From an optimization exercise on the open Yosys and OpenROAD flow, aimed at small area, a short achievable clock period and few clock cycles per item; shortcuts taken in it are not production practice.
No functional check of the RTL was part of any run shown here.
Power and IR drop assume default switching activity.

==> flow/design.v, too long to show whole: its modules and the start of the top module <==
// module mac_adder_tree: 26 lines
// module mac_pipe: 3161 lines
module mac_pipe (
  input  logic               clk,
  input  logic               rst,
  input  logic               in_valid,
  output logic               in_ready,
  input  logic               in_first,
  input  logic               in_last,
  input  logic [71:0]        kernel_in,
  input  logic [71:0]        map_in,
  input  logic signed [31:0] bias,
  input  logic [4:0]         shift,
  output logic               out_valid,
  input  logic               out_ready,
  output logic signed [7:0]  mac_out
);
  // ...
==> flow/run.sh <==
#!/bin/bash
# synth_recipe.tcl (not shown) runs the flow's synth.tcl, then flattens the netlist and writes it again
# the make line also repeats each setting of config.mk as NAME=value (left out here)
make -C /OpenROAD-flow-scripts/flow DESIGN_CONFIG=/design/flow/config.mk WORK_HOME=/design/flow/orfs CLKGATE_MAP_FILE= SYNTH_SCRIPT=/design/flow/synth_recipe.tcl finish
==> flow/config.mk <==
export PLATFORM = sky130hd
export DESIGN_NAME = mac_pipe
export DESIGN_NICKNAME = mac_pipe
export VERILOG_FILES = /design/flow/design.v
export SDC_FILE = /design/flow/constraint.sdc
export NUM_CORES = 4
export LEC_CHECK = 0
export CAP_MARGIN = 20
export CORE_MARGIN = 2
export CORE_UTILIZATION = 40
export SLEW_MARGIN = 20
==> flow/constraint.sdc <==
create_clock -name core_clock -period 7.5 [get_ports {clk}]
set_input_delay 1.5000 -clock core_clock [delete_from_list [all_inputs] [get_ports {clk}]]
set_output_delay 1.5000 -clock core_clock [all_outputs]
set_load 0.01 [all_outputs]
==> flow_summary.json, run 1 <==
{
  "num_vias": 21543,
  "status": "no timing/DRC/antenna violations",
  "drive_gt1_share_pct": 6.344,
  "gr-total-overflow": 0,
  "gr-usage-all-layers_pct": 21.67,
  "largest_register_ffs": 215,
  "grt_pass1_wl_mm": 144.7,
  "synthMuxAreaShare_pct": 3.716,
  "taps": 1155,
  "root_buffer": "clkbuf_16",
  "cp_num_cells": 14,
  "power_mw": 18.68,
  "top_regs": "t5 (215), r_k (72), r_m (72)",
  "syn-num-nets": 3908,
  "firstDrtPassIters": 5,
  "clockPowerShare_pct": 17.8,
  "die_area_um2": 90100,
  "clock_latency_ns": 0.62,
  "regArea_um2": 12480,
  "top_area_cell_class": "multi-input gates",
  "drt_wl_total_mm": 93.70,
  "portBuffers": 196,
  "yosys_warnings": 2,
  "combinationalPowerShare_pct": 56.6,
  "crit_arrival_ns": 4.73,
  "dp_hpwl_mm": 77.06,
  "cts_resized": 0,
  "n_antenna_cell": 3,
  "slowest_delay_ns": 0.44
}
==> inputs of run 2 (changes only) <==
--- a/flow/config.mk
+++ b/flow/config.mk
@@ -7,2 +7,3 @@
 export LEC_CHECK = 0
+export ABC_CLOCK_PERIOD_IN_PS = 3000
 export CAP_MARGIN = 20
==> run 2 against run 1 <==
Effect of this change: largest cell class unchanged; count of clock-buffer cells in the layout stayed put; maximum frequency stayed put; register-to-register slack about the same.
==> flow_summary.json, run 2 <==
{
  "clock_sinks": 585,
  "powerDensity_nw_per_um2": 461.3,
  "syn-cell-area_um2": 35080,
  "grt_pass1_wl_mm": 144.7,
  "syn-num-nets": 3908,
  "dp_hpwl_mm": 77.06,
  "post-route-min-period_ns": 4.249,
  "ys_seq_area_share_pct": 35.56,
  "crit_buf_inv": 1,
  "fillers": 7943,
  "cts.clk_slew.worst_paths_ns": 0.06,
  "fin_nets": 4121,
  "synth_most_common_cell": "inv_1",
  "regMostFlops": "t5",
  "ys_top_cells_by_area": "fa_1 (34%), dfxtp_1 (27%), and2_1 (6.6%)",
  "multiInputGateArea_um2": 20000,
  "drt_wl_total_mm": 93.70,
  "crit_type": "flop to flop",
  "synth_seq_cells": 585,
  "holdBufCountCts": 0,
  "ant_nets": 0,
  "grt_antenna_before_repair": 2,
  "drc": 0,
  "status": "no timing/DRC/antenna violations",
  "synth_largest_area_cell": "fa_1",
  "final_cells": 4484,
  "worstReg2RegEnd": "acc[29]$_DFFE_PP0P_",
  "pin_count": 197,
  "r2r_start": "w_first$_DFF_P_",
  "fin_util_pct": 46.59,
  "worst-slew-pin-transition_ns": 0.8891,
  "synth_cell_type_count": 80,
  "gr-total-overflow": 0,
  "layout_common_cells": "inv_1 (615), fa_1 (592), dfxtp_1 (479)",
  "ys_async_sr_fraction_pct": 9.573,
  "rows": 108,
  "cp_common_cell": "fa_1",
  "slew_headroom_pct": 40.51,
  "h-tree-depth": 3,
  "wl_per_cell_um": 20.90,
  "largest_register_ffs": 215,
  "worst_setup_path_start_kind": "flop",
  "hold_end": "w_last$_DFF_P_",
  "gr-usage-all-layers_pct": 21.67,
  "cap_violations": 0,
  "final_common_cell": "inv_1",
  "synthCells": 3063,
  "cts_resized": 0,
  "hold_path_depth": 0,
  "numCtsBuffers": 68,
  "worst_ir_drop_vdd_uv": 495.9,
  "regArea_um2": 12480,
  "die_h_um": 300.2,
  "rsz0062_at_grt": "false",
  "coreArea_um2": 86890,
  "clock.fmax_mhz": 235.3,
  "crit_arrival_ns": 4.73,
  "start_util_pct": 40.38,
  "period_share_pct": 56.66,
  "num_vias": 21543,
  "portBuffers": 196,
  "leakage_nw": 18.06,
  "hold_viol_final": 0,
  "min-delay-start": "c5_last$_DFF_P_",
  "die_area_um2": 90100,
  "drive_gt1_share_pct": 6.344,
  "cts_tree": "done",
  "reg2regPathDepth": 14,
  "firstDrtPassIters": 5,
  "root_buffer": "clkbuf_16",
  "fin_tns_setup_ns": 0,
  "crit_start": "w_first$_DFF_P_",
  "hp-class": "flop to flop",
  "cts_setup_buffers": 0,
  "cp_top_family": "compound AO/OA/AOI/OAI gates",
  "drv_slew": 0,
  "synth-main-ff-cell": "dfxtp_1",
  "slowest_delay_ns": 0.44,
  "top_regs": "t5 (215), r_k (72), r_m (72)",
  "clock_latency_ns": 0.62,
  "post-place-cells": 4361,
  "fin_skew_ns": 0.02668,
  "crit_chain": "buf_4 -> nor2b_1 -> fa_1 -> ha_1 -> fa_1 -> a21o_1 -> a221oi_1 -> o211ai_1 -> a2bb2oi_1 -> o21bai_1 -> o21a_1 -> o21ai_0 -> a311oi_1 -> o2bb2ai_1",
  "avgViaCountPerCell": 4.804,
  "grt_pass1_vias": 23778,
  "synth_edf_count": 48,
  "yosys_warnings": 2,
  "ys_top_cells_by_count": "inv_1 (616), fa_1 (592), dfxtp_1 (481), and2_1 (370), nand2_1 (299)",
  "worst_ep_required_time_ns": 7.99,
  "gp_congestion": 0.9326,
  "crit_fanout": 32,
  "synth_top_area_share_pct": 33.78,
  "grt_start_max_net_pins": 57,
  "clock_path_buffers": 3,
  "finalSetupViolations": 0,
  "crit_path_end_kind": "flop",
  "avgSynthCellArea_um2": 11.45,
  "slowest_stage": "fa_1",
  "drtIter0Drc": 1330,
  "rrSetupSlack_ns": 3.25,
  "die_w_um": 300.2,
  "syn2layout_area_growth_pct": 15.38
}
==> run 2: metrics by stage <==
step,cell area [um2],hold WS [ns],total power [mW],worst slack [ns]
6_report,40480,0.3233,18.68,3.251
5_1_grt,40470,0.3307,20.71,2.865
4_1_cts,40470,0.3259,19.02,3.293
3_5_place_dp,38250,0.3121,15.66,3.345
3_3_place_gp,38250,0.3100,15.41,3.407
2_1_floorplan,35080,0.3096,12.09,3.795
==> run 2: logic make-up (layout without fill, tap and decap cells) <==
kind of cell / after synthesis / after routing / share of synthesized area, %
AO/OA/AOI/OAI: 204 / 204 / 4.101
XOR/XNOR: 39 / 39 / 0.9736
adder cells (fa/ha/maj): 659 / 659 / 36.16
buffers and inverters: 677 / 940 / 7.450
flip-flops: 585 / 585 / 35.56
multiplexers: 81 / 81 / 3.716
other: 0 / 3 / 0
AND/OR/NAND/NOR: 818 / 818 / 12.04
==> run 2: worst reg2reg max path, stage by stage (launching register included) <==
cell and delay (ns):
dfxtp_1 0.30, buf_4 0.33, nor2b_1 0.12, fa_1 0.44, ha_1 0.24, fa_1 0.41
a21o_1 0.19, a221oi_1 0.44, o211ai_1 0.24, a2bb2oi_1 0.19, o21bai_1 0.40, o21a_1 0.25
o21ai_0 0.16, a311oi_1 0.30, o2bb2ai_1 0.10
==> run 2: worst max path at each step <==
stage	endpoint	slack, ns	cells after the start
2_1_floorplan	acc[29]$_DFFE_PP0P_	3.79	14
3_3_place_gp	acc[29]$_DFFE_PP0P_	3.41	14
3_5_place_dp	acc[29]$_DFFE_PP0P_	3.35	14
4_1_cts	acc[29]$_DFFE_PP0P_	3.29	14
5_1_grt	acc[29]$_DFFE_PP0P_	2.87	14
6_report	acc[29]$_DFFE_PP0P_	3.25	14
==> run 2: cell type report <==
type	count	share of cell area, %
inverter	617	5.721
clock buffer	89	4.701
timing repair buffer	203	4.976
tap	1155	3.570
antenna	3	0.01855
clock inverter	31	0.7913
multi-input combinational	1801	49.40
sequential	585	30.83
==> run 2: power by group <==
group	switching (mW)	internal, mW	leakage, nW	total, mW
Combinational	5.84	4.73	11.8	10.6
Sequential	0.700	4.09	5.14	4.79
Clock	1.37	1.94	1.10	3.31
Total	7.91	10.8	18.1	18.7
==> run 2: per-layer routing <==
layer | global-route usage (%) | vias to the layer above | routed length (um)
li1 | - | 9713 | -
met1 | 27.99 | 10903 | 39270
met2 | 36.86 | 734 | 45870
met3 | 3.996 | 193 | 5705
met4 | 6.988 | 0 | 2848
met5 | 0 | - | 0
==> inputs of run 3 (changes only) <==
--- a/flow/config.mk
+++ b/flow/config.mk
@@ -11,2 +11,3 @@
 export CORE_UTILIZATION = 40
+export SETUP_SLACK_MARGIN = 4.0
 export SLEW_MARGIN = 20
==> run 3 against run 2 <==
Effect of this change: worst setup slack improved by 0.67 ns; sequential power barely moved; sequential cell count did not move; core utilization rose by 0.74 points; still clean on timing, DRC and antenna; synthesized cell count did not move; critical endpoint is now acc[17]$_DFFE_PP0P_; clock power barely moved; sequential share of layout area fell by 0.30 points; highest routed layer unchanged; combinational power rose by 4%.
==> flow_summary.json, run 3 <==
{
  "gr-usage-all-layers_pct": 21.72,
  "syn-cell-area_um2": 35080,
  "crit_path_end_kind": "flop",
  "cts.clk_slew.worst_paths_ns": 0.06,
  "rows": 108,
  "hp-class": "flop to flop",
  "finalSetupViolations": 0,
  "cts_tree": "done",
  "top_regs": "t5 (215), r_k (72), r_m (72)",
  "n_antenna_cell": 0,
  "portBuffers": 196,
  "final_common_cell": "inv_1",
  "cap_violations": 0,
  "num_vias": 21991,
  "worst-slew-pin-transition_ns": 0.7658,
  "slew_headroom_pct": 48.95,
  "avgSynthCellArea_um2": 11.45,
  "numCtsBuffers": 68,
  "slowest_stage": "fa_1",
  "root_buffer": "clkbuf_16",
  "die_area_um2": 90100,
  "regMostFlops": "t5",
  "layout_common_cells": "inv_1 (613), fa_1 (589), dfxtp_1 (448)",
  "combinationalPowerShare_pct": 57.6,
  "r2r_start": "w_first$_DFF_P_",
  "drt_wl_total_mm": 95.60,
  "synthCells": 3063,
  "yosys_warnings": 2,
  "grt_pass1_wl_mm": 145.0,
  "coreArea_um2": 86890,
  "die_w_um": 300.2,
  "hold_viol_final": 0,
  "min-delay-start": "w_shift[2]$_DFF_P_",
  "synth_cell_type_count": 80,
  "crit_start": "w_first$_DFF_P_",
  "drtIter0Drc": 1396,
  "fin_nets": 4156,
  "period_share_pct": 47.74,
  "pwr-share-seq_pct": 25.2,
  "clock_path_buffers": 3,
  "synth_largest_area_cell": "fa_1",
  "synth_top_area_share_pct": 33.78,
  "clock.fmax_mhz": 279.3,
  "ys_async_sr_fraction_pct": 9.573,
  "ys_top_cells_by_area": "fa_1 (34%), dfxtp_1 (27%), and2_1 (6.6%)",
  "synth_seq_cells": 585,
  "worst_ep_required_time_ns": 7.99,
  "clockPowerShare_pct": 17.2,
  "gp_congestion": 0.9206,
  "worst_hold_slack_ns": 0.3253,
  "grt_antenna_before_repair": 1,
  "worst_setup_path_start_kind": "flop",
  "status": "no timing/DRC/antenna violations",
  "slowest_delay_ns": 0.42,
  "wl_per_cell_um": 21.17,
  "firstDrtPassIters": 6,
  "synth-main-ff-cell": "dfxtp_1",
  "leakage_nw": 18.28,
  "fillers": 7928,
  "h-tree-depth": 3,
  "pin_count": 197,
  "ys_top_cells_by_count": "inv_1 (616), fa_1 (592), dfxtp_1 (481), and2_1 (370), nand2_1 (299)",
  "worst_ir_drop_vdd_uv": 433.2,
  "avgViaCountPerCell": 4.870,
  "fin_tns_setup_ns": 0,
  "gr-total-overflow": 0,
  "powerDensity_nw_per_um2": 464.6,
  "intPower_mw": 11.02,
  "syn-num-nets": 3908,
  "largest_register_ffs": 215,
  "start_util_pct": 40.38,
  "synth_edf_count": 48,
  "syn2layout_area_growth_pct": 17.21,
  "drive_gt1_share_pct": 9.759,
  "holdBufCountCts": 0,
  "ys_seq_area_share_pct": 35.56,
  "grt_pass1_vias": 23675,
  "ant_nets": 0,
  "rsz0062_at_grt": "true",
  "post-route-min-period_ns": 3.580,
  "dp_hpwl_mm": 77.65,
  "grt_start_max_net_pins": 57,
  "p_sw_mw": 8.087,
  "drc": 0,
  "synth_most_common_cell": "inv_1",
  "crit_fanout": 5,
  "clock_sinks": 585,
  "die_h_um": 300.2,
  "crit_type": "flop to flop",
  "swShare_pct": 42.33,
  "crit_chain": "buf_12 -> nor2b_4 -> fa_1 -> ha_2 -> fa_2 -> a21o_1 -> a221oi_4 -> o211ai_1 -> buf_4 -> a21oi_2 -> o31ai_1 -> a21o_1 -> a21oi_2 -> xnor2_1 -> mux2_2",
  "clock_latency_ns": 0.62,
  "fin_skew_ns": 0.02396,
  "drv_slew": 0,
  "crit_arrival_ns": 4.07
}
run 3: cell counts after synthesis:
No cell type changed its count.
run 3: stage by stage:
stage / cells / setup WS (ns) / instance area, um2 / power [mW] / utilization [%]
finish: 4516 / 3.920 / 41120 / 19.11 / 47.33
global route: 4516 / 3.792 / 41120 / 21.16 / 47.33
CTS: 4499 / 4.000 / 40750 / 19.14 / 46.90
detailed placement: 4362 / 3.182 / 38260 / 15.64 / 44.04
global placement: 4362 / 3.314 / 38260 / 15.34 / 44.04
floorplan: 3063 / 4.005 / 35090 / 12.10 / -
run 3: path summary, 6_finish.rpt:
check                                 endpoint  slack, ns  depth (start not counted)
max                        acc[17]$_DFFE_PP0P_       3.92                         15
min                         a_shift[2]$_DFF_P_       0.33                          0
max reg2reg                acc[17]$_DFFE_PP0P_       3.92                         15
min reg2reg                 a_shift[2]$_DFF_P_       0.33                          0
max in group asynchronous   acc[1]$_DFFE_PP0P_       5.50                          3
min in group asynchronous  out_valid$_DFF_PP0_       1.41                          3
run 3: cell families (layout without fill, tap and decap cells):
group                    after synthesis  in the layout  share of synthesized area (%)
multiplexers                          81             81                          3.716
AND/OR/NAND/NOR                      818            818                          12.04
AO/OA/AOI/OAI                        204            204                          4.101
flip-flops                           585            585                          35.56
buffers and inverters                677            975                          7.450
adder cells (fa/ha/maj)              659            659                          36.16
XOR/XNOR                              39             39                         0.9736
run 3: repair_timing:
item,CTS,global route
resized for setup,68,53
pin swaps,17,30
setup buffers,17,13
setup endpoints to repair,78,63
cloned,0,4
run 3: layout make-up:
| class | instances | area, um2 | share of cell area (%) |
|---|---|---|---|
| Multi-Input combinational cell | 1801 | 20190 | 49.10 |
| Sequential cell | 585 | 12550 | 30.53 |
| Clock buffer | 86 | 1862 | 4.527 |
| Timing Repair Buffer | 238 | 2404 | 5.845 |
| Inverter | 617 | 2326 | 5.656 |
| Tap cell | 1155 | 1445 | 3.514 |
| Clock inverter | 34 | 340.3 | 0.8276 |
run 3: worst max-delay path, delay by kind of cell, from the launching register on:
family	cells	cell delay [ns]
DFF	1	0.38
muxes	1	0.26
xor gates and xnor gates	1	0.08
buffers and inverters	2	0.32
AOI/OAI and AO/OA	7	1.31
and+or+nand+nor	1	0.10
adders and majority gates	3	0.99
run 3: power by group through the flow:
stage / clock [mW] / combinational [mW] / sequential (mW)
2_1_floorplan: 0 / 7.62 / 4.48
6_report: 3.29 / 11.0 / 4.81
4_1_cts: 3.38 / 11.0 / 4.81
3_3_place_gp: 0 / 10.5 / 4.87
3_5_place_dp: 0 / 10.8 / 4.87
5_1_grt: 3.50 / 12.8 / 4.88
run 3: routing by layer:
layer	vias up	global-route usage (%)	routed length, um
li1	9792	-	-
met1	11220	28.60	40680
met2	760	36.56	46220
met3	219	3.613	5567
met4	0	7.119	3133
met5	-	0	0
==> inputs of run 4 (changes only) <==
--- a/flow/config.mk
+++ b/flow/config.mk
@@ -7,3 +7,3 @@
 export LEC_CHECK = 0
-export ABC_CLOCK_PERIOD_IN_PS = 3000
+export ABC_AREA = 1
 export CAP_MARGIN = 20
==> run 4 against run 3 <==
Effect of this change: synthesized cell count increased by 31%; total power decreased by 0.52%; first-iteration DRC count increased by 22%; worst hold slack got worse by 0.0016 ns; die area increased by 3.9%; area after synthesis increased by 4.0%; core utilization decreased by 1.1 points; combinational power about the same; register-to-register slack improved by 0.20 ns.
==> flow_summary.json, run 4 <==
{
  "fin_util_pct": 46.20,
  "leakage_nw": 21.66,
  "cts.clk_slew.worst_paths_ns": 0.06,
  "drc": 0,
  "syn2layout_area_growth_pct": 14.17,
  "powerDensity_nw_per_um2": 456.4,
  "h-tree-depth": 3,
  "clock.fmax_mhz": 294.1,
  "grt_start_max_net_pins": 57,
  "crit_type": "flop to output port",
  "setup_ws_ns": 4.100,
  "cts_tree": "done",
  "gp_congestion": 0.9471,
  "drive_gt1_share_pct": 4.823,
  "die_area_um2": 93620,
  "die_w_um": 306.0,
  "yosys_warnings": 2,
  "synth_top_area_share_pct": 32.49,
  "place_ws_ns": 3.490,
  "ant_nets": 0,
  "ys_top_cells_by_area": "fa_1 (32%), dfxtp_1 (26%), inv_1 (11%)",
  "worst-slew-pin-transition_ns": 1.026,
  "fin_skew_ns": 0.02008,
  "slew_headroom_pct": 31.59,
  "synth_seq_cells": 585,
  "layout_common_cells": "inv_1 (1045), nand2_1 (992), fa_1 (591)",
  "synth_cell_type_count": 42,
  "synth_largest_area_cell": "fa_1",
  "wl_per_cell_um": 19.15,
  "status": "no timing/DRC/antenna violations",
  "drtIter0Drc": 1699,
  "rows": 110,
  "firstDrtPassIters": 5,
  "hold_viol_final": 0,
  "hold_path_depth": 0,
  "portBuffers": 196,
  "avgViaCountPerCell": 4.653,
  "rsz0062_at_grt": "false",
  "synthCells": 4000,
  "syn-cell-area_um2": 36480,
  "finalSetupViolations": 0,
  "design_area_um2": 41640,
  "coreArea_um2": 90150,
  "synth-main-ff-cell": "dfxtp_1",
  "clock_sinks": 585,
  "n_antenna_cell": 0,
  "crit_arrival_ns": 1.90,
  "worst_setup_path_start_kind": "flop",
  "largest_register_ffs": 215,
  "synth_edf_count": 48,
  "final_common_cell": "inv_1",
  "period_share_pct": 45.34,
  "grt_antenna_before_repair": 0,
  "ys_top_cells_by_count": "inv_1 (1050), nand2_1 (992), fa_1 (592), dfxtp_1 (481), nand3_1 (170)",
  "num_vias": 24768,
  "synth_most_common_cell": "inv_1",
  "grt_pass1_vias": 26300,
  "regMostFlops": "t5",
  "final_cells": 5323,
  "post-place-cells": 5184,
  "hp-class": "flop to flop",
  "clock_latency_ns": 0.64,
  "dp_hpwl_mm": 83.46,
  "drt_wl_total_mm": 101.9,
  "worst_ir_drop_vdd_uv": 427.1,
  "holdBufCountCts": 0,
  "top_regs": "t5 (215), r_k (72), r_m (72)",
  "fin_tns_setup_ns": 0,
  "cap_violations": 0,
  "grt_pass1_wl_mm": 156.7,
  "crit_fanout": 4,
  "pin_count": 197,
  "place_area_um2": 39140,
  "post-route-min-period_ns": 3.400,
  "reg2regPathDepth": 9,
  "ys_async_sr_fraction_pct": 9.573,
  "ys_seq_area_share_pct": 34.20,
  "gr-total-overflow": 0,
  "syn-num-nets": 4845,
  "root_buffer": "clkbuf_16",
  "start_util_pct": 40.46,
  "fin_nets": 4938,
  "gr-usage-all-layers_pct": 22.43,
  "clock_path_buffers": 3,
  "worst_ep_required_time_ns": 6.00,
  "die_h_um": 306.0,
  "crit_path_end_kind": "output port",
  "numCtsBuffers": 69,
  "drv_slew": 0,
  "avgSynthCellArea_um2": 9.119
}
run 4: cell count changes after synthesis, moves of 32 or more:
cell,before,now
nor2_1,51,97
clkbuf_1,34,160
nand3_1,21,170
nand2_1,299,992
mux2_2,35,0
and2_1,370,0
inv_1,616,1050
o21ai_0,31,71
mux4_2,32,0
xor2_1,10,42
run 4: critical path, stage by stage, from the launching register on:
cell	delay, ns
dfstp_2	0.57
buf_2	0.19
nand2_1	0.06
nand2_1	0.08
a221oi_2	0.04
nand3_1	0.08
clkdlybuf4s15_1	0.25
run 4: power by group:
group	internal, mW	switching [mW]
clock network	2.04	1.40
registers	4.11	0.796
logic	4.53	6.14
run 4: per-layer routing:
layer  routed length [um]  track usage, %  vias to the layer above
met3                 5069           3.505                      268
met5                    0               0                        -
li1                     -               -                    11551
met1                42760           28.49                    12182
met4                 4903           10.14                        0
met2                49180           37.80                      767
run 4: final timing paths:
path | startpoint | end | slack (ns)
min in group asynchronous | rst | q_rd[4]$_DFFE_PP0P_ | 1.42
max in group asynchronous | rst | acc[1]$_DFFE_PP0P_ | 5.49
worst min register to register | c5_shift[4]$_DFF_P_ | w_shift[4]$_DFF_P_ | 0.32
worst min-delay path | c5_shift[4]$_DFF_P_ | w_shift[4]$_DFF_P_ | 0.32
worst max-delay path | q_rd[0]$_DFFE_PP1P_ | mac_out[0] | 4.10
worst max register to register | r_m[14]$_DFF_P_ | t5[114]$_DFF_P_ | 4.12
run 4: cells by family (layout without fill, tap and decap cells):
kind of cell    after synthesis  after routing  synth area share, %
simple gates               1299           1299                14.22
buf+inv                    1250           1397                13.17
fa+ha+maj                   658            658                34.75
flops                       585            585                34.20
compound gates              151            151                2.288
xor+xnor                     57             57                1.369
run 4: cell type report:
cell class | instances | area (um2)
clock inverter | 27 | 324.1
fill | 8597 | 48500
multi-input combinational | 2165 | 19250
tap | 1176 | 1471
timing repair buffer | 216 | 2106
sequential | 585 | 12520
inverter | 1053 | 3970
clock buffer | 98 | 1988
timing repair inverter | 3 | 17.52
run 4: timing repair:
action | CTS | global route
setup buffers | 6 | 4
resized for setup | 26 | 49
endpoints found under the setup margin | 60 | 74
cloned | 2 | 1
pin swaps | 0 | 5
run 4: stage by stage:
stage               total power, mW  hold slack [ns]
floorplan                     12.14           0.3096
global placement              15.51           0.3100
detailed placement            15.79           0.3121
CTS                           19.27           0.3254
global route                  21.11           0.3322
finish                        19.01           0.3237
==> inputs of run 5 (changes only) <==
--- a/flow/config.mk
+++ b/flow/config.mk
@@ -7,3 +7,2 @@
 export LEC_CHECK = 0
-export ABC_AREA = 1
 export CAP_MARGIN = 20
@@ -11,3 +10,3 @@
 export CORE_UTILIZATION = 40
-export SETUP_SLACK_MARGIN = 4.0
+export SETUP_SLACK_MARGIN = 4.5
 export SLEW_MARGIN = 20
==> run 5 against run 4 <==
Effect of this change: register-to-register slack hardly changed; clock skew is 0.010 ns higher; count of clock-buffer cells in the layout decreased by 6; total power up 8.9%; final area is 4.4% higher.
==> flow_summary.json, run 5 <==
{
  "hp-class": "flop to flop",
  "synthMuxAreaShare_pct": 3.716,
  "layout_common_cells": "inv_1 (575), fa_1 (519), dfxtp_1 (365)",
  "rows": 108,
  "setup_ws_ns": 4.124,
  "gp_congestion": 0.9059,
  "ant_nets": 0,
  "numCtsBuffers": 71,
  "dp_hpwl_mm": 77.02,
  "drtIter0Drc": 1438,
  "fillers": 7702,
  "holdBufCountCts": 0,
  "avgSynthCellArea_um2": 11.45,
  "synthCells": 3063,
  "rsz0062_at_grt": "true",
  "die_area_um2": 90100,
  "fin_skew_ns": 0.03055,
  "grt_pass1_wl_mm": 149.3,
  "firstDrtPassIters": 5,
  "place_ws_ns": 3.556,
  "start_util_pct": 40.38,
  "synth_top_area_share_pct": 33.78,
  "crit_arrival_ns": 3.87,
  "ys_async_sr_fraction_pct": 9.573,
  "synth_compound_area_share_pct": 4.101,
  "synth_top_family_by_area": "adder cells",
  "cts.clk_slew.worst_paths_ns": 0.06,
  "gr-total-overflow": 0,
  "regMostFlops": "t5",
  "synth-main-ff-cell": "dfxtp_1",
  "avgViaCountPerCell": 4.854,
  "syn2layout_area_growth_pct": 23.88,
  "post-route-min-period_ns": 3.376,
  "grt_pass1_vias": 24513,
  "finalSetupViolations": 0,
  "top_regs": "t5 (215), r_k (72), r_m (72)",
  "gr-usage-all-layers_pct": 22.48,
  "period_share_pct": 45.01,
  "crit_fanout": 6,
  "ys_top_cells_by_count": "inv_1 (616), fa_1 (592), dfxtp_1 (481), and2_1 (370), nand2_1 (299)",
  "worst_setup_path_start_kind": "flop",
  "drive_gt1_share_pct": 21.62,
  "die_w_um": 300.2,
  "cap_violations": 0,
  "crit_type": "flop to flop",
  "synthAdderAreaFrac_pct": 36.16,
  "worst_ep_required_time_ns": 7.99,
  "rrSetupSlack_ns": 4.12,
  "status": "no timing/DRC/antenna violations",
  "synth_most_common_cell": "inv_1",
  "grt_start_max_net_pins": 57,
  "clock_sinks": 585,
  "ys_seq_area_share_pct": 35.56,
  "yosys_warnings": 2,
  "worst_hold_slack_ns": 0.3169,
  "portBuffers": 196,
  "clock_latency_ns": 0.64,
  "fin_nets": 4251,
  "worst-slew-pin-transition_ns": 0.7748,
  "syn-cell-area_um2": 35080,
  "die_h_um": 300.2,
  "drc": 0,
  "cts_tree": "done",
  "synth_seq_cells": 585,
  "leakage_nw": 19.00,
  "powerDensity_nw_per_um2": 476.5,
  "hold_path_depth": 0,
  "syn-num-nets": 3908,
  "hold_viol_final": 0,
  "ys_top_cells_by_area": "fa_1 (34%), dfxtp_1 (27%), and2_1 (6.6%)",
  "final_common_cell": "inv_1",
  "pin_count": 197,
  "synth_xor_area_share_pct": 0.9736,
  "design_area_um2": 43460,
  "root_buffer": "clkbuf_16",
  "slew_headroom_pct": 48.35,
  "coreArea_um2": 86890,
  "fin_tns_setup_ns": 0,
  "synth_edf_count": 48,
  "drt_wl_total_mm": 98.71,
  "largest_register_ffs": 215,
  "worst_ir_drop_vdd_uv": 422.7,
  "clock_path_buffers": 3,
  "drv_slew": 0,
  "crit_path_end_kind": "flop",
  "synthSimpleGateAreaFrac_pct": 12.04,
  "place_area_um2": 38470,
  "synth_largest_area_cell": "fa_1",
  "grt_antenna_before_repair": 4,
  "reg2regPathDepth": 13,
  "synth_cell_type_count": 80,
  "clock.fmax_mhz": 296.2,
  "h-tree-depth": 3,
  "num_vias": 22429,
  "wl_per_cell_um": 21.36
}
## run 5: cell types whose count changed after synthesis, sizes merged, moves of 26 or more
cell and delta:
o21ai -43, and2 +371, inv -436, clkbuf -125
xor2 -32, nand3 -149, mux2 +35, nand2 -697
mux4 +35, a22oi +26, nor2 -49
## run 5: logic make-up after synthesis
kind of cell	Yosys count
compound gates	204
simple gates	818
buf+inv	677
xor+xnor	39
fa+ha+maj	659
flops	585
mux	81
## run 5: critical path: stages (launching register included)
cell      delay (ns)
dfxtp_4         0.43
buf_6           0.16
nor2b_4         0.04
fa_1            0.49
ha_4            0.29
a21o_1          0.12
a21oi_2         0.06
o21ai_2         0.17
o311ai_2        0.14
a311o_1         0.43
a211o_4         0.38
o21bai_1        0.19
xor2_1          0.09
mux2_4          0.26
## run 5: timing repair
item                                    4_1_cts  5_1_grt
endpoints found under the setup margin      155      140
buffers inserted                             86       35
pin swaps                                   140       91
gates cloned                                  4        1
gates resized for setup                     336      176
## run 5: path summary, 6_finish.rpt
path | start | endpoint
setup / recovery | w_first$_DFF_P_ | acc[26]$_DFFE_PP0P_
hold / removal | w_shift[2]$_DFF_P_ | a_shift[2]$_DFF_P_
setup reg to reg | w_first$_DFF_P_ | acc[26]$_DFFE_PP0P_
hold reg to reg | w_shift[2]$_DFF_P_ | a_shift[2]$_DFF_P_
max in group asynchronous | rst | acc[31]$_DFFE_PP0P_
min in group asynchronous | rst | out_valid$_DFF_PP0_
## run 5: report_power, final
| group | total [mW] | internal (mW) | switching (mW) |
|---|---|---|---|
| registers | 4.80 | 4.11 | 0.690 |
| clock network | 3.59 | 2.15 | 1.44 |
| logic | 12.3 | 5.80 | 6.52 |
## run 5: final cells by class
type / count / area [um2] / share of cell area (%)
Clock inverter: 39 / 447.9 / 1.031
Multi-Input combinational cell: 1802 / 21220 / 48.83
Sequential cell: 585 / 12730 / 29.29
Inverter: 617 / 2346 / 5.398
Antenna cell: 2 / 5.005 / 0.01152
Clock buffer: 92 / 2031 / 4.672
Tap cell: 1155 / 1445 / 3.325
Timing Repair Buffer: 329 / 3234 / 7.442
## run 5: metal layers
layer | vias up | global-route usage (%) | share of wire, %
li1 | 9997 | - | -
met1 | 11523 | 28.73 | 42
met2 | 720 | 38.97 | 49
met3 | 189 | 3.468 | 5.4
met4 | 0 | 7.607 | 3.4
met5 | - | 0 | 0
## run 5: through the flow
stage               cells  utilization (%)  power (mW)
finish               4621            50.02       20.71
global route         4619            50.01       22.62
CTS                  4583            49.05       20.20
detailed placement   4362            44.28       15.83
global placement     4362            44.28       15.67
floorplan            3063                -       12.20

## re-timing with driven ports
The results above use ideal ports. As a check the final layouts listed here were re-extracted and re-timed, cells and wires unchanged. Step 1 sets driving cells, clkbuf_16 on the clock port and buf_2 on the other inputs (assumed; they add their load-dependent delay and slew). Step 2 times the ports against the registers' clock, not the clock port: input delays grow and output delays shrink by t, the midpoint of the rising clock arrivals with the driver on. Slacks: ideal ports / drivers / drivers and shift; pairs: ideal ports / drivers.
run	t (ns)	setup WS [ns]	worst setup path at the end	clock arrival spread, ns	cell pins on the clock port's net
run 1	0.683	3.251 / 3.251 / 3.251	register to register	0.028 / 0.028	1
run 2	0.683	3.251 / 3.251 / 3.251	register to register	0.028 / 0.028	1
run 3	0.678	3.920 / 3.920 / 3.632	input to register	0.025 / 0.025	1
run 4	0.699	4.100 / 4.029 / 3.620	input to register	0.023 / 0.024	1
run 5	0.682	4.124 / 4.124 / 4.006	input to register	0.034 / 0.034	1
After both steps setup and hold are still met in every run listed. The setup slack of run 4, which loses most, moves by -0.071 ns with the drivers and by -0.480 ns with both steps.
